This design comes from an exercise in tuning for small area, a short achievable clock period and few clock cycles per item on the open sky130 flow, not from production work.
RTL that was checked went through simulation tests only; none was proved equivalent to the original.
The RTL of runs 5 and 6 was laid out without a check of its function.
No activity file was given, so power comes from the tool's default toggle rates.

<file path="flow/run.sh">
#!/bin/bash
# synth_recipe.tcl (not shown) runs the flow's synth.tcl, then flattens the netlist and writes it again
# the make line also repeats each setting of config.mk as NAME=value (left out here)
make -C /OpenROAD-flow-scripts/flow DESIGN_CONFIG=/design/flow/config.mk WORK_HOME=/design/flow/orfs CLKGATE_MAP_FILE= SYNTH_SCRIPT=/design/flow/synth_recipe.tcl finish
</file>
<file path="flow/config.mk">
export PLATFORM = sky130hd
export DESIGN_NAME = rational_add_sub_reduce_top
export DESIGN_NICKNAME = rational_add_sub_reduce_top
export VERILOG_FILES = /design/flow/design.v
export SDC_FILE = /design/flow/constraint.sdc
export NUM_CORES = 4
export LEC_CHECK = 0
export ABC_CLOCK_PERIOD_IN_PS = 4000
export CAP_MARGIN = 20
export CORE_MARGIN = 2
export CORE_UTILIZATION = 40
export PLACE_DENSITY = 0.6
export SETUP_SLACK_MARGIN = 5
export SLEW_MARGIN = 20
</file>
<file path="flow/constraint.sdc">
create_clock -name core_clock -period 10.0 [get_ports {aclk}]
set_input_delay 2.0000 -clock core_clock [delete_from_list [all_inputs] [get_ports {aclk}]]
set_output_delay 2.0000 -clock core_clock [all_outputs]
set_load 0.01 [all_outputs]
</file>
<file path="flow/design.v">
`timescale 1ns / 1ps
`default_nettype none
package rasr_pkg;
    localparam int IN_W   = 32;
    localparam int NUM_W  = 64;
    localparam int DEN_W  = 62;
    localparam int MAG_W  = 65;    
    localparam int CNT_W  = 7;
    localparam logic [NUM_W-1:0] NUM_MAX = {1'b0, {(NUM_W-1){1'b1}}};
    localparam logic [DEN_W-1:0] DEN_MAX = {DEN_W{1'b1}};
    typedef struct packed {
        logic                    action;
        logic signed [IN_W-1:0]  a_num;
        logic signed [IN_W-1:0]  a_den;
        logic signed [IN_W-1:0]  b_num;
        logic signed [IN_W-1:0]  b_den;
    } in_item_t;
    typedef struct packed {
        logic signed [NUM_W-1:0] res_num;
        logic [DEN_W-1:0]        res_den;
        logic                    den_error;
    } out_item_t;
    typedef enum logic [3:0] {
        CMD_NONE,
        CMD_LOAD,       
        CMD_MUL,        
        CMD_SUM,        
        CMD_GINIT,      
        CMD_GSTEP,      
        CMD_DINIT,      
        CMD_DSTEP,      
        CMD_DNEXT,      
        CMD_FINAL       
    } cmd_t;
    typedef struct packed {
        logic zero_den;    
        logic zero_num;    
        logic gcd_done;    
        logic div_done;    
    } status_t;
endpackage
`default_nettype wire
`timescale 1ns / 1ps
`default_nettype none
module rational_add_sub_reduce_top
(
    input  wire logic      aclk,
    input  wire logic      aresetn,
    input  wire logic      s_valid,
    output logic           s_ready,
    input  wire logic [128:0] s_data,    
    output logic           m_valid,
    input  wire logic      m_ready,
    output logic [126:0]   m_data       
);
    localparam logic [1:0] M_IDLE = 2'd0, M_RUN = 2'd1, M_DONE = 2'd2;
    logic [1:0]  mstate;
    logic [3:0]  mcnt;
    logic [33:0] mn_hi, md_hi;   
    logic [31:0] mn_lo, md_lo;   
    logic [31:0] x_an, x_bn, x_ad;
    logic [2:0]  dbd, dad;       
    logic        f1, f2;         
    logic        mzden;          
    function automatic logic [2:0] booth_dec(input logic y1, input logic y0,
                                             input logic yp, input logic flip);
        booth_dec[0] = y0 ^ yp;
        booth_dec[1] = (y1 & ~y0 & ~yp) | (~y1 & y0 & yp);
        booth_dec[2] = y1 ^ flip;
    endfunction
    function automatic logic [35:0] booth_pp(input logic [31:0] x, input logic [2:0] d);
        logic [35:0] m;
        m = d[0] ? {{4{x[31]}}, x} : (d[1] ? {{3{x[31]}}, x, 1'b0} : 36'd0);
        booth_pp = d[2] ? ~m : m;
    endfunction
    wire [35:0] pp1 = booth_pp(x_an, dbd);
    wire [35:0] pp2 = booth_pp(x_bn, dad);
    wire [35:0] pp3 = booth_pp(x_ad, dbd);
    wire [35:0] acc_n = {{2{mn_hi[33]}}, mn_hi};
    wire [35:0] acc_d = {{2{md_hi[33]}}, md_hi};
    wire [35:0] cs_s = acc_n ^ pp1 ^ pp2;
    wire [35:0] cs_c = {(acc_n[34:0] & pp1[34:0]) | (acc_n[34:0] & pp2[34:0]) | (pp1[34:0] & pp2[34:0]), dad[2]};
    wire [35:0] sum_n = cs_s + cs_c + {35'd0, dbd[2]};
    wire [35:0] sum_d = acc_d + pp3 + {35'd0, dbd[2]};
    wire ld;     
    always_ff @(posedge aclk) begin
        if (!aresetn) begin
            mstate <= M_IDLE;
        end else begin
            case (mstate)
                M_IDLE: if (s_valid) mstate <= M_RUN;
                M_RUN:  if (mcnt == 4'd15) mstate <= M_DONE;
                M_DONE: if (ld) mstate <= M_IDLE;
                default: mstate <= M_IDLE;
            endcase
        end
    end
    always_ff @(posedge aclk) begin
        case (mstate)
            M_IDLE: begin
                mcnt  <= 4'd0;
                mn_hi <= 34'd0;
                md_hi <= 34'd0;
                mn_lo <= s_data[31:0];       
                md_lo <= s_data[95:64];      
                x_an  <= s_data[127:96];
                x_bn  <= s_data[63:32];
                x_ad  <= s_data[95:64];
                f1    <= s_data[95] ^ s_data[31];
                f2    <= s_data[95] ^ s_data[31] ^ s_data[128];
                dbd   <= booth_dec(s_data[1], s_data[0], 1'b0, s_data[95] ^ s_data[31]);
                dad   <= booth_dec(s_data[65], s_data[64], 1'b0, s_data[95] ^ s_data[31] ^ s_data[128]);
                mzden <= (s_data[95:64] == 32'd0) || (s_data[31:0] == 32'd0);
            end
            M_RUN: begin
                mcnt  <= mcnt + 4'd1;
                mn_hi <= sum_n[35:2];
                mn_lo <= {sum_n[1:0], mn_lo[31:2]};
                md_hi <= sum_d[35:2];
                md_lo <= {sum_d[1:0], md_lo[31:2]};
                dbd   <= booth_dec(mn_lo[3], mn_lo[2], mn_lo[1], f1);
                dad   <= booth_dec(md_lo[3], md_lo[2], md_lo[1], f2);
            end
            default: ;
        endcase
    end
    localparam logic [1:0] L_IDLE = 2'd0, L_LOOP = 2'd1, L_HALF2 = 2'd2;
    localparam logic [2:0] C_NONE = 3'd0, C_SUBP = 3'd1, C_SUBN = 3'd2,
                           C_SHB = 3'd3, C_SWAP = 3'd4;
    logic [1:0]  lstate;
    logic [63:0] a, b;           
    logic        bp;             
    logic        bz;             
    logic        ineg;           
    logic [63:0] ca1, cb1;       
    logic [61:0] ca2, cb2;       
    logic [2:0]  cop;            
    logic [2:0]  csh;            
    logic        nsign;          
    logic        zden_v;         
    logic        zden;           
    logic        res;            
    logic        cinit;          
    logic [2:0]  hs;             
    wire        new_neg = mn_hi[33] && !mzden;
    wire        new_bz  = mzden || ({mn_hi, mn_lo} == 66'd0);
    wire [64:0] d    = {ineg, b} - {1'b0, a};
    wire        dneg = d[64];
    wire        bpar = b[0] ^ bp;      
    function automatic logic [2:0] tz7(input logic [6:0] v);
        tz7 = v[0] ? 3'd0 : v[1] ? 3'd1 : v[2] ? 3'd2 : v[3] ? 3'd3 :
              v[4] ? 3'd4 : v[5] ? 3'd5 : v[6] ? 3'd6 : 3'd7;
    endfunction
    wire take    = res && m_ready;
    wire run     = !cinit || take;   
    wire in_loop = (lstate == L_LOOP) && !bz && run;
    wire k_half  = in_loop && !a[0] && !bpar;
    wire k_init  = in_loop && ineg && !(!a[0] && !bpar);
    wire k_swap  = in_loop && !ineg && !a[0] &&  bpar;
    wire k_shb   = in_loop && !ineg &&  a[0] && !bpar;
    wire k_sub   = in_loop && !ineg &&  a[0] &&  bpar;
    wire k_half2 = (lstate == L_HALF2) && run;
    logic [2:0]  sh;
    logic        exact;          
    logic [64:0] xsrc;
    always_comb begin
        sh    = 3'd0;
        exact = 1'b1;
        xsrc  = {1'b0, b};
        if (k_sub) begin
            sh    = tz7(d[6:0]);
            exact = (d[7:0] != 8'd0);
            xsrc  = d;
        end else if (k_init) begin
            sh    = 3'd0;
            exact = d[0];
            xsrc  = d;
        end else if (k_shb) begin
            sh    = tz7(b[6:0] ^ {7{bp}});
            exact = ((b[7:0] ^ {8{bp}}) != 8'd0);
            xsrc  = {1'b0, b};
        end else if (k_swap) begin
            sh    = tz7(a[6:0]);
            xsrc  = {1'b0, a};
        end else if (k_half) begin
            sh    = tz7(a[6:0] | b[6:0]);
            xsrc  = {1'b0, a};
        end else if (k_half2) begin
            sh    = hs;
            xsrc  = {ineg, a};           
        end
    end
    wire [128:0] xsx  = {{64{xsrc[64]}}, xsrc} >> sh;    
    wire [64:0] xsh  = xsx[64:0];
    wire        inv  = (k_sub || k_init) && dneg;
    wire [63:0] bnew = (xsh[63:0] ^ {64{inv}}) | {63'd0, (inv || (k_shb && bp)) && exact};
    wire        bpnew = (inv || (k_shb && bp)) && !exact;
    wire        c_take_ca = (cop == C_SUBN) || (cop == C_SWAP);
    wire [63:0] ysrc1 = c_take_ca ? ca1 : cb1;
    wire [61:0] ysrc2 = c_take_ca ? ca2 : cb2;
    wire [63:0] cbsh1 = ysrc1 << csh;
    wire [61:0] cbsh2 = ysrc2 << csh;
    wire [63:0] csum1 = ca1 + cb1;
    wire [61:0] csum2 = ca2 + cb2;
    wire vfin = (lstate == L_LOOP) && bz && !cinit;     
    assign ld = (mstate == M_DONE) && ((lstate == L_IDLE) || vfin);
    wire cof_init = (ld && !vfin && (!res || take)) || (cinit && take);
    always_ff @(posedge aclk) begin
        if (!aresetn) begin
            lstate <= L_IDLE;
            res    <= 1'b0;
            cinit  <= 1'b0;
        end else begin
            if (ld) begin
                lstate <= L_LOOP;
            end else begin
                case (lstate)
                    L_LOOP:  if (vfin) lstate <= L_IDLE;
                             else if (k_half) lstate <= L_HALF2;
                    L_HALF2: if (k_half2) lstate <= L_LOOP;
                    default: lstate <= L_IDLE;
                endcase
            end
            res   <= vfin || (res && !m_ready);
            cinit <= ld ? !cof_init : (cinit && !take);
        end
    end
    always_ff @(posedge aclk) begin
        if (ld) begin
            a     <= {md_hi[31:0], md_lo};
            b     <= mzden ? 64'd0 : {mn_hi[31:0], mn_lo};
            bp    <= 1'b0;
            bz    <= new_bz;
            ineg  <= new_neg && !new_bz;
            nsign <= new_neg;
            zden_v <= mzden;
        end else if (k_init) begin
            b    <= bnew;
            bp   <= bpnew;
            ineg <= 1'b0;
        end else if (k_sub) begin
            b   <= bnew;
            bp  <= bpnew;
            bz  <= (d[63:0] == 64'd0);
            if (dneg) a <= b;
        end else if (k_shb) begin
            b   <= bnew;
            bp  <= bpnew;
        end else if (k_swap || k_half || k_half2) begin
            a   <= b;
            b   <= bnew;
        end
        if (k_half) hs <= sh;
        if (vfin) zden <= zden_v;
    end
    always_ff @(posedge aclk) begin
        if (!in_loop) begin
            cop <= C_NONE;
        end else begin
            cop <= k_sub ? (dneg ? C_SUBN : C_SUBP) :
                   k_shb ? C_SHB : k_swap ? C_SWAP : C_NONE;
        end
        csh <= sh;
    end
    always_ff @(posedge aclk) begin
        if (cof_init) begin
            ca1 <= ld ? (new_neg ? 64'd1 : 64'd0) : (nsign ? 64'd1 : 64'd0);
            ca2 <= 62'd1;
            cb1 <= (ld ? new_neg : nsign) ? {64{1'b1}} : 64'd1;
            cb2 <= 62'd0;
        end else begin
            case (cop)
                C_SUBP, C_SUBN: begin
                    ca1 <= csum1;
                    ca2 <= csum2;
                    cb1 <= cbsh1;
                    cb2 <= cbsh2;
                end
                C_SHB: begin
                    cb1 <= cbsh1;
                    cb2 <= cbsh2;
                end
                C_SWAP: begin
                    ca1 <= nsign ? {64{1'b1}} : 64'd1;    
                    ca2 <= 62'd0;
                    cb1 <= cbsh1;
                    cb2 <= cbsh2;
                end
                default: ;
            endcase
        end
    end
    assign s_ready = (mstate == M_IDLE);
    assign m_valid = res;
    assign m_data  = {ca1, ca2, zden};
endmodule
`default_nettype wire
</file>
==> results of run 1 <==
## kinds of logic after synthesis
family                   synth area share, %
AO/OA/AOI/OAI                          19.40
multiplexers                           11.41
XOR/XNOR                               6.573
flip-flops                             34.36
AND/OR/NAND/NOR                        16.27
buffers and inverters                  4.103
adder cells (fa/ha/maj)                7.875
## path summary, 6_finish.rpt
kind | from | end | slack (ns) | cells past startpoint
setup / recovery | a[1] | bz | 5.04 | 15
hold reg to reg | cb2[8] | cb2[8] | 0.47 | 2
setup reg to reg | a[1] | bz | 5.04 | 15
hold / removal | cb2[8] | cb2[8] | 0.47 | 2
## critical path, delay by kind of cell (launching register included)
kind,cells,cell delay [ns]
AOI/OAI and AO/OA,8,2.26
buffers and inverters,1,0.11
DFF,1,0.45
muxes,1,0.24
adders and majority gates,1,0.29
and+or+nand+nor,4,1.41
## where the power goes
part	internal, uW	switching, uW
logic	1270	1480
registers	3100	232
clock network	1780	1280
## synthesized netlist by cell type (11+ instances only)
master	count	area, um^2
o21ai_0	356	1782
fa_1	40	800.8
o22ai_1	16	100.1
inv_1	177	664.4
or3_1	22	137.6
buf_2	39	195.2
nor4_1	46	287.8
a211oi_1	62	465.5
clkbuf_1	255	957.2
a21oi_1	467	2337
nor3_1	71	355.3
a21o_1	143	1074
edfxtp_1	504	15130
nand4_1	68	425.4
nand2_1	972	3649
ha_1	263	3291
o21ai_1	43	215.2
nand2b_1	43	269.0
o31ai_1	26	195.2
and4_1	24	210.2
o21bai_1	40	300.3
and3_1	41	256.5
a31o_2	13	113.9
a22oi_1	107	803.3
nor2_1	388	1456
and2_1	25	156.4
a31oi_1	50	312.8
mux2_2	39	439.2
o221ai_1	15	131.4
o211ai_1	44	330.3
xor2_1	147	1287
a2111oi_0	12	105.1
a211o_1	19	166.4
dfxtp_1	138	2763
mux2i_1	495	4955
nor3b_1	13	97.59
nand3_1	89	445.4
or2_2	11	68.82
mux4_2	23	518.0
xnor2_1	242	2120
o21a_1	46	345.3
buf_1	60	225.2
nor2b_1	51	319.1
## per-stage QoR
step	std cells	util [%]	instance area, um^2	setup WS (ns)	hold slack, ns
after CTS	7808	46.00	59490	4.965	0.4714
after global routing	7845	46.58	60230	4.915	0.4912
final	7845	46.58	60230	5.040	0.4716
after global placement	7630	43.32	56020	3.042	0.4598
after floorplan	5935	-	52100	5.028	0.4003
after detailed placement	7630	43.32	56020	2.980	0.4652
## cell type report
type                       instances  area [um^2]  share of cell area (%)
sequential                       642        17910                   29.73
timing repair inverter             3        22.52                 0.03739
antenna                            1        2.502                0.004154
clock inverter                    43        475.5                  0.7893
clock buffer                     110         2260                   3.751
timing repair buffer             375         3919                   6.506
tap                             1742         2180                   3.619
inverter                         181        718.2                   1.192
multi-input combinational       4748        32750                   54.37
## layer usage
layer  vias to the layer above  global-route usage (%)
met5                         -                       0
met4                         6                   10.64
met3                       353                   3.951
met2                      1805                   43.26
met1                     22124                   37.29
li1                      21885                       -
## repair_timing
action / in CTS / in global routing
setup endpoints to repair: 142 / 129
gates cloned: 8 / 5
hold buffers: 0 / 0
setup buffers: 17 / 30
pin swaps: 13 / 34
resized for setup: 95 / 86
hold endpoints to repair: 0 / 0
## sequential cells by signal, indices dropped and copies added, names as in the netlist, 4 cells and up
name / flops
cb1: 64
b: 64
a: 64
x_bn: 32
mcnt: 4
x_an: 32
md_hi: 34
cb2: 62
mn_lo: 32
ca2: 62
mn_hi: 34
md_lo: 32
ca1: 64
x_ad: 32
==> impl_metrics.yaml, run 1 <==
timing:
  fin_crit_sh_pct: 49.60
  slew_viol_final: 0
  tns_ns: 0
  rsz0062_at_grt: "true"
  hold_viol: 0
  setup_viol: 0
  max_freq_ghz: 0.2016
  fin_skew_ns: 0.03554
  max_slew_margin_pct: 26.64
  layout_min_cycle_time_ns: 4.960
  tightest_slew_ns: 1.100
layout:
  drive_above_1_share_pct: 7.915
  nFillCells: 12525
  final_common_cell: "nand2_1"
  most-common-layout-cells: "967 x nand2_1, 504 x edfxtp_1, 494 x mux2i_1"
  layout.nets: 6470
  area_growth_pct: 15.66
placement:
  portBuffers: 261
  dp_hpwl_um: 138800
  place_congestion: 0.9813
grt:
  grt_antenna_before_repair: 6
  grt_max_degree: 127
  grt_pass1_wl_um: 277600
  gr-usage-all-layers_pct: 27.24
  grt_pass1_vias: 43603
  grt-ovfl-total: 0
cts:
  clk_pin_slew_ns: 0.06
  cts.sinks: 642
  cts_made_buffers: 83
  cts_max_level: 3
  cts_buffer_depth: 3
  cts_tree: "built"
  clock_latency_ns: 0.71
  ctsRootBufferMaster: "clkbuf_16"
power:
  power.density_nw_per_um2: 152.0
  leakage_uw: 0.02368
  p_total_uw: 9155
  ir_drop_mv: 0.1702
yosys:
  synth_cell_types: 109
  synth.avg_cell_area_um2: 8.775
  ys_seq_area_share_pct: 34.36
  netlist_area_um2: 52080
  synth_edf_count: 504
  syn_nets: 6371
  ys_ff_latch: 642
  async_reset_ff_share_pct: 0
  yosys_warnings: 1
  synthCells: 5935
  ys.flop_type: "edfxtp_1"
floorplanning:
  rows: 132
  io-pin-count: 262
  core-area_um2: 129300
  die_h_um: 364.8
  dieArea_um2: 133100
  initial_utilization_pct: 40.27
  die_x_um: 364.8
routing:
  highest_layer: "met5"
  wl_met1_um: 81820
  via_per_inst: 5.886
  wl_met3_um: 12710
  ant_nets: 0
  wl_per_cell_um: 23.78
  totalWireLength_um: 186600
  drt-pass1-iter-count: 6
  drt-initial-drc-count: 4650
  drc: 0
  num_vias: 46173
  met2RoutedLength_um: 83730
min_path:
  hold_path.class: "flip-flop to flip-flop"
critical_path:
  slowest_delay_ns: 0.57
  path_class: "flip-flop to flip-flop"
  path_common_cell: "a21oi_1"
  path_max_fanout: 6
  crit_arrival_ns: 5.48
  cp-start-kind: "flip-flop"
  crit_path_cell_trace: "inv_1, ha_1, or2_2, a211oi_1, o31ai_2, a31o_2, a21o_2, nand3_1, mux2i_1, a21oi_1, a21oi_1, nand4b_1, a211o_1, or4_4, o31ai_4"
  cp.required_ns: 10.52
  critical-path-slowest-cell: "or4_4"
  endpoint_kind: "flip-flop"
outcome:
  status: "no timing/DRC/antenna violations"
run:
  drv_cap: 0
Testbench counts, summed over its fixed seeds: cycles 119,690, items 3,200.
==> run 2: changes to the inputs <==
--- a/flow/design.v
+++ b/flow/design.v
@@ -59,6 +59,6 @@
     logic [33:0] mn_hi, md_hi;   
     logic [31:0] mn_lo, md_lo;   
-    logic [31:0] x_an, x_bn, x_ad;
-    logic [2:0]  dbd, dad;       
+    logic [31:0] x_an, x_ad;
+    logic [2:0]  dbd, dbn;       
     logic        f1, f2;         
     logic        mzden;          
@@ -75,10 +75,10 @@
     endfunction
     wire [35:0] pp1 = booth_pp(x_an, dbd);
-    wire [35:0] pp2 = booth_pp(x_bn, dad);
+    wire [35:0] pp2 = booth_pp(x_ad, dbn);
     wire [35:0] pp3 = booth_pp(x_ad, dbd);
     wire [35:0] acc_n = {{2{mn_hi[33]}}, mn_hi};
     wire [35:0] acc_d = {{2{md_hi[33]}}, md_hi};
     wire [35:0] cs_s = acc_n ^ pp1 ^ pp2;
-    wire [35:0] cs_c = {(acc_n[34:0] & pp1[34:0]) | (acc_n[34:0] & pp2[34:0]) | (pp1[34:0] & pp2[34:0]), dad[2]};
+    wire [35:0] cs_c = {(acc_n[34:0] & pp1[34:0]) | (acc_n[34:0] & pp2[34:0]) | (pp1[34:0] & pp2[34:0]), dbn[2]};
     wire [35:0] sum_n = cs_s + cs_c + {35'd0, dbd[2]};
     wire [35:0] sum_d = acc_d + pp3 + {35'd0, dbd[2]};
@@ -103,12 +103,11 @@
                 md_hi <= 34'd0;
                 mn_lo <= s_data[31:0];       
-                md_lo <= s_data[95:64];      
+                md_lo <= s_data[63:32];      
                 x_an  <= s_data[127:96];
-                x_bn  <= s_data[63:32];
                 x_ad  <= s_data[95:64];
                 f1    <= s_data[95] ^ s_data[31];
                 f2    <= s_data[95] ^ s_data[31] ^ s_data[128];
                 dbd   <= booth_dec(s_data[1], s_data[0], 1'b0, s_data[95] ^ s_data[31]);
-                dad   <= booth_dec(s_data[65], s_data[64], 1'b0, s_data[95] ^ s_data[31] ^ s_data[128]);
+                dbn   <= booth_dec(s_data[33], s_data[32], 1'b0, s_data[95] ^ s_data[31] ^ s_data[128]);
                 mzden <= (s_data[95:64] == 32'd0) || (s_data[31:0] == 32'd0);
             end
@@ -120,5 +119,5 @@
                 md_lo <= {sum_d[1:0], md_lo[31:2]};
                 dbd   <= booth_dec(mn_lo[3], mn_lo[2], mn_lo[1], f1);
-                dad   <= booth_dec(md_lo[3], md_lo[2], md_lo[1], f2);
+                dbn   <= booth_dec(md_lo[3], md_lo[2], md_lo[1], f2);
             end
             default: ;
==> impl_metrics.yaml, run 2 <==
layout:
  multiInputGateArea_um2: 32860
  final_cells: 7766
  final_common_cell: "nand2_1"
  regArea_um2: 16950
  layout.nets: 6470
  area_growth_pct: 14.63
  drive_above_1_share_pct: 6.964
  most-common-layout-cells: "973 x nand2_1, 511 x mux2i_1, 472 x edfxtp_1"
  nFillCells: 12505
routing:
  drt-initial-drc-count: 4380
  via_per_inst: 5.987
  wl_per_cell_um: 23.09
  drt-pass1-iter-count: 5
  num_vias: 46493
  ant_nets: 0
  drc: 0
  totalWireLength_um: 179300
yosys:
  synth_edf_count: 472
  synth_top_cell_by_area: "edfxtp_1"
  yosys_warnings: 1
  ys_seq_area_share_pct: 32.94
  async_reset_ff_share_pct: 0
  netlist_area_um2: 51410
  synth_common_cells: "980 x nand2_1, 513 x mux2i_1, 472 x edfxtp_1"
  syn_nets: 6385
  yosysTopAreaCellShare_pct: 27.57
  synthCells: 5949
  ys.flop_type: "edfxtp_1"
  synth_cell_types: 102
  synth.avg_cell_area_um2: 8.642
  synth.most_common_cell: "nand2_1"
  ys_ff_latch: 610
  ys_top_cells_by_area: "edfxtp_1 28%, mux2i_1 10%, nand2_1 7.2%, ha_1 6.4%, dfxtp_1 5.4%"
power:
  ir_drop_mv: 0.1560
  power.density_nw_per_um2: 151.7
  leakage_uw: 0.02306
cts:
  clk_pin_slew_ns: 0.06
  cts_made_buffers: 81
  clock_latency_ns: 0.72
  cts_buffer_depth: 3
  cts.sinks: 610
  cts_tree: "built"
  ctsRootBufferMaster: "clkbuf_16"
  cts_max_level: 3
floorplanning:
  initial_utilization_pct: 40.32
  die_x_um: 362.5
  core-area_um2: 127500
  die_h_um: 362.5
  rows: 131
  dieArea_um2: 131400
  io-pin-count: 262
timing:
  slew_viol_final: 0
  rsz0062_at_grt: "true"
  max_freq_ghz: 0.1996
  fin_crit_sh_pct: 50.09
  setup_viol: 0
  max_slew_margin_pct: 20.01
  tns_ns: 0
  fin_skew_ns: 0.03486
  layout_min_cycle_time_ns: 5.009
  setup_slack_ns: 4.991
  tightest_slew_ns: 1.187
  hold_viol: 0
critical_path:
  cp.required_ns: 10.50
  path_max_fanout: 6
  endpoint_kind: "flip-flop"
  path_class: "flip-flop to flip-flop"
  worstRegToRegCells: 13
  cp-start-kind: "flip-flop"
  crit_arrival_ns: 5.51
run:
  drv_cap: 0
placement:
  place_congestion: 0.9804
  place_ws_ns: 2.759
  portBuffers: 261
  placed_cells: 7581
  dp_hpwl_um: 133100
grt:
  grt_max_degree: 98
  gr-usage-all-layers_pct: 26.24
  grt-ovfl-total: 0
  grt_pass1_wl_um: 270300
  grt_antenna_before_repair: 3
  grt_pass1_vias: 44599
outcome:
  status: "no timing/DRC/antenna violations"
min_path:
  hold_path.class: "flip-flop to flip-flop"
  hold_depth: 0
## run 2: cell count changes in the layout (fill, tap and decap cells not counted), moves of 13 or more
cell      before  now
and2_1        24   37
xnor2_1      239  200
and4_1        23    7
a221o_1        9   29
o21a_1        46   26
xor2_1       143  129
buf_4         84   68
o21ai_1       49   22
or3_1         20   39
o21ai_0      344  370
mux2i_1      494  511
a31oi_1       43   63
edfxtp_1     504  472
a21o_1       142  160
## run 2: kinds of logic after synthesis
group	after synthesis	share of synthesized area, %
muxes	576	11.87
buffers and inverters	547	4.171
DFF	610	32.94
adders and majority gates	304	7.978
and+or+nand+nor	1947	16.85
AOI/OAI and AO/OA	1632	20.51
xor gates and xnor gates	333	5.673
## run 2: final cells by class
class                           count  area share, %
Clock buffer                      101          3.618
Sequential cell                   610          28.76
Tap cell                         1662          3.529
Inverter                          190          1.229
Multi-Input combinational cell   4796          55.75
Timing Repair Buffer              355          6.155
Antenna cell                        1       0.004246
Clock inverter                     51         0.9533
## run 2: per-stage QoR
step	hold WS [ns]	utilization [%]	power, uW	instance area [um^2]
after floorplan	0.4003	-	5174	51460
after global routing	0.4373	46.21	9435	58930
after detailed placement	0.4209	43.43	5846	55380
final	0.4292	46.21	8939	58930
after global placement	0.4050	43.43	5817	55380
after CTS	0.4350	45.81	8917	58420
## run 2: final timing paths
check        startpoint    to  slack (ns)
max reg2reg        a[0]    bz        4.99
max                a[0]    bz        4.99
min              zden_v  zden        0.43
min reg2reg      zden_v  zden        0.43
## run 2: worst max-delay path, cell delays in order, from the launching register on
cell and delay (ns):
edfxtp_1 0.54, ha_2 0.27, fa_2 0.37, or2_4 0.29
a211oi_2 0.37, o31a_1 0.32, o2111a_1 0.37, nor2_1 0.16
xor2_2 0.34, a21bo_2 0.30, a2111o_1 0.43, nor4_2 0.46
nand4b_1 0.24, o21ai_1 0.32
## run 2: routing by layer
metal  vias up  GRT usage (%)  wire length (um)
met1     22415          35.37             77510
met2      1730          42.83             82940
met3       306          3.474             11660
met4         0          9.731              7224
met5         -              0                 0
li1      22042              -                 -
## run 2: what timing repair did
action | 4_1_cts | 5_1_grt
gates cloned | 4 | 8
endpoints found under the setup margin | 189 | 131
setup buffers | 7 | 13
resized for setup | 56 | 53
pin swaps | 6 | 9
hold buffers | 0 | 0
endpoints found under the hold margin | 0 | 0
## run 2: power breakdown
group | switching (uW) | internal [uW] | leakage, uW
registers | 219 | 2950 | 0.00577
logic | 1560 | 1230 | 0.0160
clock network | 1250 | 1740 | 0.00131
Testbench counts of run 2, summed over its fixed seeds: cycles 119,690, items 3,200.
==> run 3: changes to the inputs <==
==> flow/flow/run.sh (new file) <==
#!/bin/bash
# Standard layout, with timing repair aimed below the clock period.
set -euo pipefail
bash standard.sh SETUP_SLACK_MARGIN=5.5 finish > standard_flow.log 2>&1
==> flow/standard.sh (new file) <==
#!/bin/bash
# synth_recipe.tcl (not shown) runs the flow's synth.tcl, then flattens the netlist and writes it again
# the make line also repeats each setting of config.mk as NAME=value (left out here)
make -C /OpenROAD-flow-scripts/flow DESIGN_CONFIG=/design/flow/config.mk WORK_HOME=/design/flow/orfs CLKGATE_MAP_FILE= SYNTH_SCRIPT=/design/flow/synth_recipe.tcl "${@:-finish}"
--- a/flow/config.mk
+++ b/flow/config.mk
@@ -11,4 +11,3 @@
 export CORE_UTILIZATION = 40
 export PLACE_DENSITY = 0.6
-export SETUP_SLACK_MARGIN = 5
 export SLEW_MARGIN = 20
removed: flow/run.sh
==> impl_metrics.yaml, run 3 <==
yosys:
  netlist_area_um2: 51410
  synthCells: 5949
  synth.avg_cell_area_um2: 8.642
  synth_cell_types: 102
  ys_top_cells_by_area: "edfxtp_1 28%, mux2i_1 10%, nand2_1 7.2%, ha_1 6.4%, dfxtp_1 5.4%"
  ys_ff_latch: 610
  syn_nets: 6385
  yosys_warnings: 1
  async_reset_ff_share_pct: 0
  synth_edf_count: 472
  synth_top_cell_by_area: "edfxtp_1"
  ys.flop_type: "edfxtp_1"
  ys_seq_area_share_pct: 32.94
  synth.most_common_cell: "nand2_1"
  synth_common_cells: "980 x nand2_1, 513 x mux2i_1, 472 x edfxtp_1"
  yosysTopAreaCellShare_pct: 27.57
routing:
  drc: 0
  drt-initial-drc-count: 4381
  drt-pass1-iter-count: 6
  num_vias: 47410
  wl_per_cell_um: 23.75
  ant_nets: 0
  via_per_inst: 6.009
  totalWireLength_um: 187400
timing:
  fin_skew_ns: 0.02837
  hold_viol: 0
  max_slew_margin_pct: 25.08
  fin_crit_sh_pct: 47.79
  tns_ns: 0
  layout_min_cycle_time_ns: 4.779
  tightest_slew_ns: 1.124
  rsz0062_at_grt: "true"
  setup_viol: 0
  max_freq_ghz: 0.2092
  slew_viol_final: 0
power:
  pwr-share-clk_pct: 32.0
  p_int_uw: 6134
  switchingPower_uw: 3164
  ir_drop_mv: 0.1601
  power_frac_seq_pct: 34.1
  p_total_uw: 9298
  pwr-share-comb_pct: 33.9
  netSwitchingFraction_pct: 34.03
  leakage_uw: 0.02405
  power.density_nw_per_um2: 150.2
floorplanning:
  dieArea_um2: 131400
  die_h_um: 362.5
  io-pin-count: 262
  die_x_um: 362.5
  initial_utilization_pct: 40.32
  core-area_um2: 127500
  rows: 131
cts:
  cts_buffer_depth: 3
  ctsRootBufferMaster: "clkbuf_16"
  cts_max_level: 3
  cts.sinks: 610
  cts_made_buffers: 78
  clock_latency_ns: 0.71
  clk_pin_slew_ns: 0.06
  postCtsHoldBufs: 0
  cts_tree: "built"
critical_path:
  path_max_fanout: 6
  endpoint_kind: "flip-flop"
  crit_arrival_ns: 5.21
  path_common_cell: "buf_12"
  crit_path_cell_trace: "buf_12, nor2b_4, buf_12, buf_12, a22oi_2, xor2_1, fa_1, inv_2, fa_2, a21oi_2, o21bai_4, a31oi_4, o221ai_2, a221oi_2, nand4b_1, a31o_2, a221o_1, nand2_2, a21oi_1, xnor2_1, nor2_1"
  cp-start-kind: "flip-flop"
  path_class: "flip-flop to flip-flop"
  slowest_delay_ns: 0.50
  cp.required_ns: 10.44
  critical-path-slowest-cell: "fa_1"
layout:
  drive_above_1_share_pct: 12.46
  layout.nets: 6600
  final_common_cell: "nand2_1"
  utilization_pct: 48.53
  most-common-layout-cells: "964 x nand2_1, 480 x mux2i_1, 472 x edfxtp_1"
  area_growth_pct: 20.38
grt:
  gr-usage-all-layers_pct: 27.18
  grt_pass1_wl_um: 277000
  grt_pass1_vias: 45077
  grt_antenna_before_repair: 3
  grt-ovfl-total: 0
  grt_max_degree: 93
placement:
  portBuffers: 261
  dp_hpwl_um: 134500
  place_congestion: 0.9723
outcome:
  status: "no timing/DRC/antenna violations"
min_path:
  hold_path.class: "flip-flop to flip-flop"
run:
  drv_cap: 0
-- run 3: cell counts after synthesis --
Identical to the previous run, type by type.
-- run 3: critical path: cells and delay by family (launching register included) --
family / cells / cell delay [ns]
buf+inv: 4 / 0.52
xor+xnor: 2 / 0.31
flops: 1 / 0.47
simple gates: 4 / 0.48
compound gates: 9 / 1.84
fa+ha+maj: 2 / 0.88
-- run 3: cells by family (layout without fill, tap and decap cells) --
logic type | after synthesis | after routing | share of synthesized area (%)
AOI/OAI and AO/OA | 1632 | 1632 | 20.51
xor gates and xnor gates | 333 | 333 | 5.673
adders and majority gates | 304 | 304 | 7.978
buffers and inverters | 547 | 819 | 4.171
DFF | 610 | 610 | 32.94
muxes | 576 | 576 | 11.87
other | 0 | 2 | 0
and+or+nand+nor | 1947 | 1952 | 16.85
-- run 3: path summary, 6_finish.rpt --
kind                     to  slack (ns)  cells past startpoint  startpoint
setup reg to reg  mn_hi[32]        5.22                     21      dbd[0]
setup / recovery  mn_hi[32]        5.22                     21      dbd[0]
hold reg to reg        zden        0.43                      0      zden_v
hold / removal         zden        0.43                      0      zden_v
-- run 3: per-stage QoR --
step	area, um^2	setup WS (ns)	hold WS, ns	instances
floorplan	51480	3.907	0.4003	5949
global placement	55370	2.992	0.4082	7579
detailed placement	55370	2.890	0.4217	7579
CTS	59530	5.349	0.4343	7796
global route	61880	5.045	0.4459	7888
finish	61890	5.221	0.4336	7890
-- run 3: power by group through the flow --
stage	logic [uW]	clock network [uW]	registers [uW]
after detailed placement	2640	0	3220
after CTS	2810	3020	3170
after floorplan	2090	0	3080
after global placement	2620	0	3220
final	3150	2970	3170
after global routing	3470	3120	3180
-- run 3: final cells by class --
class	instances	area (um^2)
sequential	610	16950
timing repair buffer	486	5127
inverter	190	759.5
tap	1662	2079
timing repair inverter	1	7.507
clock inverter	42	476.7
multi-input combinational	4797	34330
antenna	2	5.005
clock buffer	100	2158
fill	12216	65630
-- run 3: timing repair --
action / in CTS / in global routing
buffers inserted: 61 / 86
gates cloned: 14 / 6
gates resized for setup: 163 / 335
setup endpoints to repair: 316 / 195
pin swaps: 36 / 76
-- run 3: per-layer routing --
layer	track usage [%]	vias to the layer above	wire length, um
met5	0	-	11
met2	44.20	1760	86660
met1	35.86	22963	79300
met3	4.237	400	12260
met4	11.43	2	9136
li1	-	22285	-
==> run 4: changes to the inputs <==
--- a/flow/design.v
+++ b/flow/design.v
@@ -126,5 +126,5 @@
     localparam logic [1:0] L_IDLE = 2'd0, L_LOOP = 2'd1, L_HALF2 = 2'd2;
     localparam logic [2:0] C_NONE = 3'd0, C_SUBP = 3'd1, C_SUBN = 3'd2,
-                           C_SHB = 3'd3, C_SWAP = 3'd4;
+                           C_SHB = 3'd3, C_SWAP = 3'd4, C_ADDP = 3'd5, C_ADDN = 3'd6;
     logic [1:0]  lstate;
     logic [63:0] a, b;           
@@ -144,6 +144,8 @@
     wire        new_neg = mn_hi[33] && !mzden;
     wire        new_bz  = mzden || ({mn_hi, mn_lo} == 66'd0);
-    wire [64:0] d    = {ineg, b} - {1'b0, a};
-    wire        dneg = d[64];
+    wire        dsub = (a[1] == b[1]) || ineg;
+    wire [64:0] d    = {ineg, b} + {dsub, a ^ {64{dsub}}} + {64'd0, dsub};
+    wire        dneg = dsub && d[64];
+    wire        b_lt_a = (b < a);
     wire        bpar = b[0] ^ bp;      
     function automatic logic [2:0] tz7(input logic [6:0] v);
@@ -190,16 +192,20 @@
         end
     end
-    wire [128:0] xsx  = {{64{xsrc[64]}}, xsrc} >> sh;    
+    wire        xfill = ((k_sub || k_init) && dneg) || (k_half2 && ineg);
+    wire [71:0] xsx  = {{7{xfill}}, xsrc} >> sh;
     wire [64:0] xsh  = xsx[64:0];
     wire        inv  = (k_sub || k_init) && dneg;
     wire [63:0] bnew = (xsh[63:0] ^ {64{inv}}) | {63'd0, (inv || (k_shb && bp)) && exact};
     wire        bpnew = (inv || (k_shb && bp)) && !exact;
-    wire        c_take_ca = (cop == C_SUBN) || (cop == C_SWAP);
+    wire        c_take_ca = (cop == C_SUBN) || (cop == C_SWAP) || (cop == C_ADDN);
     wire [63:0] ysrc1 = c_take_ca ? ca1 : cb1;
     wire [61:0] ysrc2 = c_take_ca ? ca2 : cb2;
     wire [63:0] cbsh1 = ysrc1 << csh;
     wire [61:0] cbsh2 = ysrc2 << csh;
-    wire [63:0] csum1 = ca1 + cb1;
-    wire [61:0] csum2 = ca2 + cb2;
+    wire        c_nega = (cop == C_ADDN);
+    wire        c_negb = (cop == C_ADDP);
+    wire        c_cin  = c_nega || c_negb;
+    wire [63:0] csum1 = (ca1 ^ {64{c_nega}}) + (cb1 ^ {64{c_negb}}) + {63'd0, c_cin};
+    wire [61:0] csum2 = (ca2 ^ {62{c_nega}}) + (cb2 ^ {62{c_negb}}) + {61'd0, c_cin};
     wire vfin = (lstate == L_LOOP) && bz && !cinit;     
     assign ld = (mstate == M_DONE) && ((lstate == L_IDLE) || vfin);
@@ -241,6 +247,6 @@
             b   <= bnew;
             bp  <= bpnew;
-            bz  <= (d[63:0] == 64'd0);
-            if (dneg) a <= b;
+            bz  <= dsub && (d[63:0] == 64'd0);
+            if (b_lt_a) a <= b;
         end else if (k_shb) begin
             b   <= bnew;
@@ -257,5 +263,5 @@
             cop <= C_NONE;
         end else begin
-            cop <= k_sub ? (dneg ? C_SUBN : C_SUBP) :
+            cop <= k_sub ? (dsub ? (b_lt_a ? C_SUBN : C_SUBP) : (b_lt_a ? C_ADDN : C_ADDP)) :
                    k_shb ? C_SHB : k_swap ? C_SWAP : C_NONE;
         end
@@ -270,5 +276,5 @@
         end else begin
             case (cop)
-                C_SUBP, C_SUBN: begin
+                C_SUBP, C_SUBN, C_ADDP, C_ADDN: begin
                     ca1 <= csum1;
                     ca2 <= csum2;
==> flow/run.sh (new file) <==
#!/bin/bash
# synth_recipe.tcl (not shown) runs the flow's synth.tcl, then flattens the netlist and writes it again
# the make line also repeats each setting of config.mk as NAME=value (left out here)
make -C /OpenROAD-flow-scripts/flow DESIGN_CONFIG=/design/flow/config.mk WORK_HOME=/design/flow/orfs CLKGATE_MAP_FILE= SYNTH_SCRIPT=/design/flow/synth_recipe.tcl finish
--- a/flow/config.mk
+++ b/flow/config.mk
@@ -11,3 +11,4 @@
 export CORE_UTILIZATION = 40
 export PLACE_DENSITY = 0.6
+export SETUP_SLACK_MARGIN = 5
 export SLEW_MARGIN = 20
removed: flow/flow/run.sh
removed: flow/standard.sh
==> impl_metrics.yaml, run 4 <==
outcome:
  status: "no timing/DRC/antenna violations"
grt:
  grt_pass1_wl_um: 276900
  grt_pass1_vias: 46969
  grt_max_degree: 81
  grt_use_met1_pct: 33.31
  gr-usage-all-layers_pct: 24.87
  use_met2_pct: 40.78
  grt-ovfl-total: 0
  grt.busiest_layer: "met2"
  use_met3_pct: 3.457
  grt_antenna_before_repair: 3
yosys:
  ys_ff_latch: 610
  synth_edf_count: 472
  synth.avg_cell_area_um2: 8.690
  synthCells: 6310
  netlist_area_um2: 54830
  yosysTopAreaCellShare_pct: 25.85
  synth_top_cell_by_area: "edfxtp_1"
  ys.flop_type: "edfxtp_1"
  synth_common_cells: "1040 x nand2_1, 548 x xnor2_1, 537 x mux2i_1"
  ys_top_cells_by_area: "edfxtp_1 26%, mux2i_1 9.8%, xnor2_1 8.8%, ha_1 7.6%, nand2_1 7.1%"
  yosys_warnings: 1
  syn_nets: 6819
  synth_cell_types: 104
  ys_seq_area_share_pct: 30.89
  async_reset_ff_share_pct: 0
  synth.most_common_cell: "nand2_1"
timing:
  tightest_slew_ns: 1.106
  setup_viol: 0
  tns_ns: 0
  fin_crit_sh_pct: 51.86
  slew_viol_final: 0
  layout_min_cycle_time_ns: 5.186
  max_freq_ghz: 0.1928
  max_slew_margin_pct: 26.27
  hold_viol: 0
  fin_skew_ns: 0.02894
  rsz0062_at_grt: "true"
critical_path:
  cp-start-kind: "flip-flop"
  rr_startpoint: "b[1]"
  worstRegToRegCells: 22
  path_class: "flip-flop to flip-flop"
  critical-path-slowest-cell: "edfxtp_1"
  cp_top_family: "compound AO/OA/AOI/OAI gates"
  crit_arrival_ns: 5.65
  cp.depth: 22
  path_max_fanout: 6
  r2r-end: "b[58]"
  crit_path_cell_trace: "inv_2, ha_4, clkinvlp_4, nor2_4, buf_12, buf_12, buf_16, xnor2_4, ha_4, a21oi_4, o21ai_2, a221oi_2, nor2_2, o21ai_2, nand4_1, and3_1, a311o_1, a221o_1, mux2_4, mux2i_2, nor3_1, a221o_1"
  critical_path_buf_inv_count: 5
  slowest_delay_ns: 0.41
  reg2reg_slack_ns: 4.81
  cp.required_ns: 10.46
  endpoint_kind: "flip-flop"
floorplanning:
  rows: 135
  io-pin-count: 262
  dieArea_um2: 140100
  die_h_um: 374.3
  initial_utilization_pct: 40.38
  die_x_um: 374.3
  core-area_um2: 135800
routing:
  drt-initial-drc-count: 4078
  ant_nets: 0
  drc: 0
  drt-pass1-iter-count: 8
  via_per_inst: 5.810
  wl_per_cell_um: 21.94
  totalWireLength_um: 185400
  num_vias: 49107
layout:
  drive_above_1_share_pct: 14.94
  utilization_pct: 49.63
  fin_area_um2: 67390
  layout.nets: 7112
  most-common-layout-cells: "1021 x nand2_1, 515 x mux2i_1, 511 x xnor2_1"
  area_growth_pct: 22.91
  final_common_cell: "nand2_1"
min_path:
  hold_path.class: "flip-flop to flip-flop"
  hold_start: "zden_v"
  worst_hold_path.endpoint: "zden"
  hold_depth: 0
power:
  power.density_nw_per_um2: 129.4
  ir_drop_mv: 0.1773
  leakage_uw: 0.02733
placement:
  dp_hpwl_um: 128500
  placed_cell_area_um2: 58860
  place_congestion: 0.9791
  portBuffers: 261
cts:
  cts_max_level: 3
  postCtsHoldBufs: 0
  clock_latency_ns: 0.71
  cts_made_buffers: 78
  clk_pin_slew_ns: 0.07
  cts_tree: "built"
  cts_buffer_depth: 3
  ctsRootBufferMaster: "clkbuf_16"
  cts.sinks: 610
run:
  drv_cap: 0
==> run 4: worst register-to-register path, stage by stage (launching register included) <==
cell and delay (ns):
edfxtp_1 0.41, inv_2 0.08, ha_4 0.30, clkinvlp_4 0.14, nor2_4 0.20, buf_12 0.18
buf_12 0.13, buf_16 0.14, xnor2_4 0.17, ha_4 0.26, a21oi_4 0.17, o21ai_2 0.09
a221oi_2 0.33, nor2_2 0.09, o21ai_2 0.30, nand4_1 0.22, and3_1 0.22, a311o_1 0.31
a221o_1 0.39, mux2_4 0.30, mux2i_2 0.19, nor3_1 0.06, a221o_1 0.26
==> run 4: routing by layer <==
layer	up-vias	wire, um	share of wire [%]
met1	23619	80550	43
met5	-	23	0.012
met4	4	7705	4.2
met2	1756	85190	46
li1	23344	-	-
met3	384	11940	6.4
==> run 4: logic make-up after synthesis <==
group	synth area share, %
adders and majority gates	9.155
and+or+nand+nor	15.92
DFF	30.89
muxes	11.84
AOI/OAI and AO/OA	17.26
xor gates and xnor gates	11.05
buffers and inverters	3.888
==> run 4: stage by stage <==
stage	worst slack (ns)	total power [uW]	cells	hold slack, ns
global route	4.688	9189	8449	0.4406
CTS	4.950	8694	8304	0.4370
finish	4.814	8718	8452	0.4348
detailed placement	2.885	5682	8036	0.4124
global placement	3.003	5637	8036	0.4115
floorplan	3.807	5074	6310	0.4003
==> run 4: area by class of cell <==
class / instances / area, um^2
timing repair buffer: 590 / 6031
sequential: 610 / 16950
fill: 12744 / 68410
clock buffer: 91 / 2063
inverter: 156 / 625.6
timing repair inverter: 1 / 11.26
tap: 1781 / 2228
clock inverter: 54 / 526.8
multi-input combinational: 5166 / 38950
antenna: 3 / 7.507
==> run 4: repair_timing <==
action	4_1_cts	5_1_grt
buffers inserted	104	134
endpoints found under the hold margin	0	0
gates cloned	19	11
endpoints found under the setup margin	245	170
pin swaps	84	137
resized for setup	311	371
==> run 4: how the worst max path moves through the flow <==
stage / from / slack (ns) / to
final: b[1] / 4.81 / b[58]
after global routing: b[1] / 4.69 / bz
after CTS: b[1] / 4.95 / b[56]
after detailed placement: m_ready / 2.89 / b[56]
after global placement: m_ready / 3.00 / b[56]
after floorplan: b[14] / 3.81 / a[0]
==> run 4: where the power goes <==
part	internal, uW	switching, uW	leakage [uW]
Sequential	2940	209	0.00568
Clock	1670	1250	0.00126
Combinational	1190	1450	0.0204
Testbench counts of run 4, summed over its fixed seeds: cycles 104,752, items 3,200.
==> run 5: changes to the inputs <==
--- a/flow/design.v
+++ b/flow/design.v
@@ -125,6 +125,4 @@
     end
     localparam logic [1:0] L_IDLE = 2'd0, L_LOOP = 2'd1, L_HALF2 = 2'd2;
-    localparam logic [2:0] C_NONE = 3'd0, C_SUBP = 3'd1, C_SUBN = 3'd2,
-                           C_SHB = 3'd3, C_SWAP = 3'd4, C_ADDP = 3'd5, C_ADDN = 3'd6;
     logic [1:0]  lstate;
     logic [63:0] a, b;           
@@ -134,6 +132,10 @@
     logic [63:0] ca1, cb1;       
     logic [61:0] ca2, cb2;       
-    logic [2:0]  cop;            
+    logic        c_sum;          
+    logic        c_shf;          
+    logic        c_one;          
+    logic        c_tca, c_nega, c_negb;
     logic [2:0]  csh;            
+    logic        dsub_r;         
     logic        nsign;          
     logic        zden_v;         
@@ -144,5 +146,5 @@
     wire        new_neg = mn_hi[33] && !mzden;
     wire        new_bz  = mzden || ({mn_hi, mn_lo} == 66'd0);
-    wire        dsub = (a[1] == b[1]) || ineg;
+    wire        dsub = dsub_r;
     wire [64:0] d    = {ineg, b} + {dsub, a ^ {64{dsub}}} + {64'd0, dsub};
     wire        dneg = dsub && d[64];
@@ -198,11 +200,8 @@
     wire [63:0] bnew = (xsh[63:0] ^ {64{inv}}) | {63'd0, (inv || (k_shb && bp)) && exact};
     wire        bpnew = (inv || (k_shb && bp)) && !exact;
-    wire        c_take_ca = (cop == C_SUBN) || (cop == C_SWAP) || (cop == C_ADDN);
-    wire [63:0] ysrc1 = c_take_ca ? ca1 : cb1;
-    wire [61:0] ysrc2 = c_take_ca ? ca2 : cb2;
+    wire [63:0] ysrc1 = c_tca ? ca1 : cb1;
+    wire [61:0] ysrc2 = c_tca ? ca2 : cb2;
     wire [63:0] cbsh1 = ysrc1 << csh;
     wire [61:0] cbsh2 = ysrc2 << csh;
-    wire        c_nega = (cop == C_ADDN);
-    wire        c_negb = (cop == C_ADDP);
     wire        c_cin  = c_nega || c_negb;
     wire [63:0] csum1 = (ca1 ^ {64{c_nega}}) + (cb1 ^ {64{c_negb}}) + {63'd0, c_cin};
@@ -231,8 +230,29 @@
         end
     end
+    logic [63:0] a_d, b_d;
+    logic        ineg_d;
+    always_comb begin
+        a_d = a;
+        b_d = b;
+        ineg_d = ineg && !k_init;
+        if (ld) ineg_d = new_neg && !new_bz;
+        if (ld) begin
+            a_d = {md_hi[31:0], md_lo};
+            b_d = mzden ? 64'd0 : {mn_hi[31:0], mn_lo};
+        end else if (k_init || k_shb) begin
+            b_d = bnew;
+        end else if (k_sub) begin
+            b_d = bnew;
+            if (b_lt_a) a_d = b;
+        end else if (k_swap || k_half || k_half2) begin
+            a_d = b;
+            b_d = bnew;
+        end
+    end
     always_ff @(posedge aclk) begin
+        a      <= a_d;
+        b      <= b_d;
+        dsub_r <= (a_d[1] == b_d[1]) || ineg_d;
         if (ld) begin
-            a     <= {md_hi[31:0], md_lo};
-            b     <= mzden ? 64'd0 : {mn_hi[31:0], mn_lo};
             bp    <= 1'b0;
             bz    <= new_bz;
@@ -241,18 +261,11 @@
             zden_v <= mzden;
         end else if (k_init) begin
-            b    <= bnew;
             bp   <= bpnew;
             ineg <= 1'b0;
         end else if (k_sub) begin
-            b   <= bnew;
             bp  <= bpnew;
             bz  <= dsub && (d[63:0] == 64'd0);
-            if (b_lt_a) a <= b;
         end else if (k_shb) begin
-            b   <= bnew;
             bp  <= bpnew;
-        end else if (k_swap || k_half || k_half2) begin
-            a   <= b;
-            b   <= bnew;
         end
         if (k_half) hs <= sh;
@@ -260,11 +273,11 @@
     end
     always_ff @(posedge aclk) begin
-        if (!in_loop) begin
-            cop <= C_NONE;
-        end else begin
-            cop <= k_sub ? (dsub ? (b_lt_a ? C_SUBN : C_SUBP) : (b_lt_a ? C_ADDN : C_ADDP)) :
-                   k_shb ? C_SHB : k_swap ? C_SWAP : C_NONE;
-        end
-        csh <= sh;
+        c_sum  <= k_sub;
+        c_shf  <= k_sub || k_shb || k_swap;
+        c_one  <= k_swap;
+        c_tca  <= (k_sub && b_lt_a) || k_swap;
+        c_nega <= k_sub && !dsub && b_lt_a;
+        c_negb <= k_sub && !dsub && !b_lt_a;
+        csh    <= sh;
     end
     always_ff @(posedge aclk) begin
@@ -275,23 +288,15 @@
             cb2 <= 62'd0;
         end else begin
-            case (cop)
-                C_SUBP, C_SUBN, C_ADDP, C_ADDN: begin
-                    ca1 <= csum1;
-                    ca2 <= csum2;
-                    cb1 <= cbsh1;
-                    cb2 <= cbsh2;
-                end
-                C_SHB: begin
-                    cb1 <= cbsh1;
-                    cb2 <= cbsh2;
-                end
-                C_SWAP: begin
-                    ca1 <= nsign ? {64{1'b1}} : 64'd1;    
-                    ca2 <= 62'd0;
-                    cb1 <= cbsh1;
-                    cb2 <= cbsh2;
-                end
-                default: ;
-            endcase
+            if (c_sum) begin
+                ca1 <= csum1;
+                ca2 <= csum2;
+            end else if (c_one) begin
+                ca1 <= nsign ? {64{1'b1}} : 64'd1;    
+                ca2 <= 62'd0;
+            end
+            if (c_shf) begin
+                cb1 <= cbsh1;
+                cb2 <= cbsh2;
+            end
         end
     end
--- a/flow/config.mk
+++ b/flow/config.mk
@@ -9,6 +9,6 @@
 export CAP_MARGIN = 20
 export CORE_MARGIN = 2
-export CORE_UTILIZATION = 40
-export PLACE_DENSITY = 0.6
+export CORE_UTILIZATION = 60
+export PLACE_DENSITY = 0.7
 export SETUP_SLACK_MARGIN = 5
 export SLEW_MARGIN = 20
==> impl_metrics.yaml, run 5 <==
floorplanning:
  initial_utilization_pct: 60.64
  rows: 111
  io-pin-count: 262
  die_h_um: 308.6
  dieArea_um2: 95240
  die_x_um: 308.6
  core-area_um2: 91800
grt:
  grt_antenna_before_repair: 1
  grt_pass1_vias: 48309
  grt_pass1_wl_um: 284300
  grt_max_degree: 96
  gr-usage-all-layers_pct: 38.37
  grt-ovfl-total: 0
yosys:
  ys_top_cells_by_area: "edfxtp_1 25%, ha_1 7.3%, xor2_1 6.9%, mux4_2 6.2%, dfxtp_1 5.2%"
  yosysTopAreaCellShare_pct: 25.35
  ys_ff_latch: 614
  syn_nets: 6649
  synth.most_common_cell: "nand2_1"
  ys_seq_area_share_pct: 30.53
  yosys_warnings: 1
  synth_cell_types: 99
  netlist_area_um2: 55670
  synth_common_cells: "681 x nand2_1, 470 x edfxtp_1, 463 x o21ai_0"
  synth_top_cell_by_area: "edfxtp_1"
  synthCells: 6150
  synth_edf_count: 470
  ys.flop_type: "edfxtp_1"
  synth.avg_cell_area_um2: 9.052
  async_reset_ff_share_pct: 0
cts:
  cts_made_buffers: 75
  clock_latency_ns: 0.67
  clk_pin_slew_ns: 0.06
  cts.sinks: 614
  postCtsHoldBufs: 0
  cts_buffer_depth: 3
  cts_tree: "built"
  ctsRootBufferMaster: "clkbuf_16"
  cts_max_level: 3
critical_path:
  endpoint_kind: "flip-flop"
  critical-path-slowest-cell: "edfxtp_1"
  path_class: "flip-flop to flip-flop"
  cp.required_ns: 10.37
  crit_path_cell_trace: "buf_4, nor2b_4, buf_12, buf_12, a22oi_1, xnor2_1, fa_1, ha_1, a21o_1, a21o_1, a2111oi_4, a21bo_2, a21oi_4, o31ai_4, a221oi_2, o31ai_2, or4_1, a31oi_1, xor2_1, nor2_1"
  cp-start-kind: "flip-flop"
  path_max_fanout: 6
  slowest_delay_ns: 0.45
  crit_arrival_ns: 5.38
min_path:
  hold_path.class: "flip-flop to flip-flop"
timing:
  max_slew_margin_pct: 17.01
  slew_viol_final: 0
  setup_viol: 0
  tightest_slew_ns: 1.236
  fin_crit_sh_pct: 50.08
  max_freq_ghz: 0.1997
  rsz0062_at_grt: "true"
  setup_slack_ns: 4.993
  layout_min_cycle_time_ns: 5.008
  fin_skew_ns: 0.02782
  tns_ns: 0
  hold_viol: 0
placement:
  dp_hpwl_um: 131900
  place_ws_ns: 3.102
  portBuffers: 261
  place_congestion: 1.019
layout:
  drive_above_1_share_pct: 10.03
  area_growth_pct: 14.02
  layout.nets: 6756
  final_common_cell: "nand2_1"
  most-common-layout-cells: "674 x nand2_1, 470 x edfxtp_1, 440 x xor2_1"
routing:
  drc: 0
  drt-initial-drc-count: 6163
  totalWireLength_um: 188000
  ant_nets: 0
  drt-pass1-iter-count: 6
  via_per_inst: 6.672
  wl_per_cell_um: 24.85
  num_vias: 50475
power:
  leakage_uw: 0.02460
  p_total_uw: 8690
  power.density_nw_per_um2: 136.9
  ir_drop_mv: 0.2671
outcome:
  status: "no timing/DRC/antenna violations"
run:
  drv_cap: 0
-- run 5: cell count changes after synthesis, sizes merged, moves of 19 or more --
cell    previous run  this run
a21oi            463       423
a22o               0        69
inv              154       211
mux2i            537       285
mux4              36       153
nand2           1040       681
nand3             92        73
nor2             423       447
o211ai            40        73
o21a              41        63
o21ai            370       469
xnor2            548       226
xor2             144       441
-- run 5: where the power goes --
part / switching [uW] / total, uW / internal (uW)
clock network: 1190 / 2810 / 1630
logic: 1500 / 2710 / 1210
registers: 211 / 3170 / 2960
total: 2890 / 8690 / 5800
-- run 5: layout make-up --
class,count,area [um^2]
well taps,1243,1555
diodes,3,7.507
clock buffers,95,2036
inverters,212,808.3
fillers,7403,28330
repair inverters,1,7.507
multi-input cells,4938,37160
flip-flops and latches,614,17030
clock inverters,44,421.7
repair buffers,415,4451
-- run 5: per-stage QoR --
stage | instance area (um^2) | hold WS [ns] | instances | utilization (%)
floorplan | 55700 | 0.4003 | 6150 | -
global placement | 58980 | 0.4060 | 7327 | 64.24
detailed placement | 58980 | 0.4211 | 7327 | 64.24
CTS | 62830 | 0.4305 | 7529 | 68.44
global route | 63470 | 0.4421 | 7562 | 69.14
finish | 63480 | 0.4384 | 7565 | 69.14
-- run 5: path summary, 6_finish.rpt --
check                           startpoint   endpoint  depth (start not counted)  slack [ns]
worst min register to register      zden_v       zden                          0        0.44
worst min-delay path                zden_v       zden                          0        0.44
worst max-delay path                dbd[0]  mn_hi[32]                         20        4.99
worst max register to register      dbd[0]  mn_hi[32]                         20        4.99
-- run 5: critical path: cells and delay by family, from the launching register on --
kind | cells | cell delay (ns)
compound gates | 10 | 2.09
xor+xnor | 2 | 0.41
fa+ha+maj | 2 | 0.69
buf+inv | 3 | 0.43
flops | 1 | 0.45
simple gates | 3 | 0.65
-- run 5: kinds of logic after synthesis --
| kind of cell | after synthesis | synth area share, % |
|---|---|---|
| flops | 614 | 30.53 |
| xor+xnor | 668 | 10.55 |
| mux | 465 | 11.87 |
| simple gates | 1685 | 13.70 |
| buf+inv | 605 | 4.200 |
| compound gates | 1747 | 20.36 |
| fa+ha+maj | 366 | 8.792 |
-- run 5: per-layer routing --
metal / up-vias / GRT usage (%) / routed length [um]
met5: - / 0 / 0
met4: 0 / 20.51 / 11400
met3: 582 / 6.461 / 16180
met1: 24366 / 49.89 / 74450
met2: 2504 / 61.41 / 85950
li1: 23023 / - / -
-- run 5: timing repair --
action / in CTS / in global routing
buffers inserted: 47 / 30
pin swaps: 23 / 18
gates cloned: 16 / 3
gates resized for setup: 142 / 72
endpoints found under the setup margin: 173 / 123
==> run 6: changes to the inputs <==
--- a/flow/config.mk
+++ b/flow/config.mk
@@ -10,4 +10,6 @@
 export CORE_MARGIN = 2
 export CORE_UTILIZATION = 60
+export CTS_BUF_LIST = sky130_fd_sc_hd__clkbuf_8
+export CTS_CLUSTER_SIZE = 24
 export PLACE_DENSITY = 0.7
 export SETUP_SLACK_MARGIN = 5
==> impl_metrics.yaml, run 6 <==
outcome:
  status: "no timing/DRC/antenna violations"
timing:
  hold_viol: 0
  tns_ns: 0
  tightest_slew_ns: 1.046
  fin_crit_sh_pct: 49.68
  max_slew_margin_pct: 29.59
  max_freq_ghz: 0.2013
  holdWs_ns: 0.4286
  setup_slack_ns: 5.032
  rsz0062_at_grt: "true"
  layout_min_cycle_time_ns: 4.968
  slew_viol_final: 0
  setup_viol: 0
  fin_skew_ns: 0.06425
cts:
  ctsRootBufferMaster: "clkbuf_8"
  cts_buffer_depth: 3
  clk_pin_slew_ns: 0.06
  clock_latency_ns: 0.83
  cts_made_buffers: 116
  cts.sinks: 614
  cts_max_level: 3
  cts_tree: "built"
  postCtsHoldBufs: 0
routing:
  via_per_inst: 6.637
  totalWireLength_um: 188200
  drc: 0
  drt-pass1-iter-count: 6
  ant_nets: 0
  num_vias: 50724
  wl_per_cell_um: 24.62
  drt-initial-drc-count: 5985
yosys:
  ys_ff_latch: 614
  synth_edf_count: 470
  synthCells: 6150
  synth.avg_cell_area_um2: 9.052
  synth.most_common_cell: "nand2_1"
  yosys_warnings: 1
  synth_common_cells: "681 x nand2_1, 470 x edfxtp_1, 463 x o21ai_0"
  netlist_area_um2: 55670
  ys.flop_type: "edfxtp_1"
  synth_cell_types: 99
  syn_nets: 6649
  async_reset_ff_share_pct: 0
  ys_top_cells_by_area: "edfxtp_1 25%, ha_1 7.3%, xor2_1 6.9%, mux4_2 6.2%, dfxtp_1 5.2%"
  ys_seq_area_share_pct: 30.53
  synth_top_cell_by_area: "edfxtp_1"
  yosysTopAreaCellShare_pct: 25.35
floorplanning:
  rows: 111
  core-area_um2: 91800
  io-pin-count: 262
  dieArea_um2: 95240
  die_x_um: 308.6
  initial_utilization_pct: 60.64
  die_h_um: 308.6
layout:
  final_cells: 7643
  drive_above_1_share_pct: 10.50
  final_common_cell: "nand2_1"
  nFillCells: 7469
  area_growth_pct: 13.77
  fin_area_um2: 63340
  layout.nets: 6797
  most-common-layout-cells: "674 x nand2_1, 470 x edfxtp_1, 442 x o21ai_0"
placement:
  placed_cell_area_um2: 58980
  portBuffers: 261
  placed_cells: 7327
  place_congestion: 1.019
  place_ws_ns: 3.102
  dp_hpwl_um: 131900
critical_path:
  cp.required_ns: 10.56
  endpoint_kind: "flip-flop"
  critPathLaunch: "dsub_r"
  path_max_fanout: 21
  path_class: "flip-flop to flip-flop"
  rr_startpoint: "dsub_r"
  crit_arrival_ns: 5.53
  cp-start-kind: "flip-flop"
power:
  power.density_nw_per_um2: 134.4
  ir_drop_mv: 0.2858
  leakage_uw: 0.02476
grt:
  grt_pass1_wl_um: 284100
  grt_pass1_vias: 48294
  gr-usage-all-layers_pct: 38.40
  grt_max_degree: 96
  grt-ovfl-total: 0
  grt_antenna_before_repair: 5
min_path:
  hold_path.class: "flip-flop to flip-flop"
  hold_start: "zden_v"
run:
  drv_cap: 0
[run 6: cell count changes in the layout (fill, tap and decap cells not counted), sizes merged]
| cell | previous run | this run |
|---|---|---|
| clkbuf | 98 | 131 |
| clkinvlp | 5 | 4 |
| dlygate4sd2 | 1 | 0 |
| dlymetal6s2s | 0 | 1 |
| diode | 3 | 7 |
| clkinv | 32 | 43 |
| inv | 213 | 246 |
| buf | 143 | 142 |
| bufinv | 7 | 6 |
[run 6: cells by family (layout without fill, tap and decap cells)]
| family | after synthesis | in the layout | share of synthesized area [%] |
|---|---|---|---|
| adders and majority gates | 366 | 366 | 8.792 |
| xor gates and xnor gates | 668 | 668 | 10.55 |
| buffers and inverters | 605 | 841 | 4.200 |
| AOI/OAI and AO/OA | 1747 | 1749 | 20.36 |
| DFF | 614 | 614 | 30.53 |
| and+or+nand+nor | 1685 | 1690 | 13.70 |
| other | 0 | 7 | 0 |
| muxes | 465 | 465 | 11.87 |
[run 6: worst paths after layout]
kind / to / slack [ns] / cells past startpoint
worst max register to register: b[56] / 5.03 / 16
worst min-delay path: zden / 0.43 / 0
worst min register to register: zden / 0.43 / 0
worst max-delay path: b[56] / 5.03 / 16
[run 6: layer usage]
metal,track usage (%),routed length [um]
met5,0,62
met4,18.75,11040
met3,7.584,17270
met2,61.60,85660
met1,49.76,74140
[run 6: report_power, final]
part	switching, uW	internal, uW	leakage, uW	total (uW)
Clock	1210	1320	0.00130	2530
Combinational	1530	1290	0.0176	2820
Sequential	213	2960	0.00587	3170
[run 6: cell type report]
| type | count | area (um^2) | share of cell area [%] |
|---|---|---|---|
| multi-input cells | 4938 | 37130 | 58.61 |
| flip-flops and latches | 614 | 17030 | 26.88 |
| well taps | 1243 | 1555 | 2.455 |
| repair inverters | 1 | 5.005 | 0.007901 |
| inverters | 212 | 808.3 | 1.276 |
| repair buffers | 415 | 4517 | 7.131 |
| clock buffers | 127 | 1748 | 2.760 |
| diodes | 7 | 17.52 | 0.02765 |
| clock inverters | 86 | 536.8 | 0.8474 |
[run 6: per-stage QoR]
step	utilization (%)	total power, uW
2_1_floorplan	-	5072
3_3_place_gp	64.24	5635
3_5_place_dp	64.24	5673
4_1_cts	68.07	8342
5_1_grt	68.98	8927
6_report	69.00	8513
[run 6: critical path: stages, from the launching register on]
cell and delay (ns):
dfxtp_4 0.44, buf_12 0.22, xor2_1 0.18, ha_1 0.35
a21oi_1 0.34, o21ai_0 0.18, a211oi_1 0.50, o21ai_1 0.27
a221oi_2 0.48, buf_4 0.21, a2111o_1 0.20, a21o_1 0.27
a21oi_1 0.13, a211oi_2 0.39, mux2_2 0.26, mux2i_1 0.18
nand3_1 0.11
[run 6: timing repair]
item	in CTS	in global routing
cloned	16	3
setup endpoints to repair	172	143
setup buffers	40	37
pin swaps	17	38
gates resized for setup	109	96

[afterwards: timing with drivers on the ports]
The results above use ideal ports. As a check the final layouts listed here were re-extracted and re-timed, cells and wires unchanged. Step 1 assumes that a clkbuf_16 drives the clock port and a buf_2 every other input. Step 2 moves the port delays by t, midway between the first and last clock arrival at a register: inputs arrive t later, outputs are due t later. That takes back most of the time a late clock gives input paths. Three values: no drivers, after step 1, after step 2; two values: the first two.
run | t (ns) | setup WS [ns] | worst slew at a driven data input, ns
run 1 | 0.777 | 5.040 / 5.040 / 4.475 | 0.10
run 2 | 0.772 | 4.991 / 4.991 / 4.351 | 0.05
run 3 | 0.770 | 5.221 / 5.221 / 4.581 | 0.13
run 4 | 0.777 | 4.814 / 4.814 / 4.101 | 0.15
run 5 | 0.728 | 4.993 / 4.993 / 4.295 | 0.12
run 6 | 0.876 | 5.032 / 5.032 / 4.384 | 0.14
After both steps setup and hold are still met in every run listed. For run 4, which loses most, drivers alone change the setup slack by 0.000 ns; drivers and shift together by -0.713 ns.
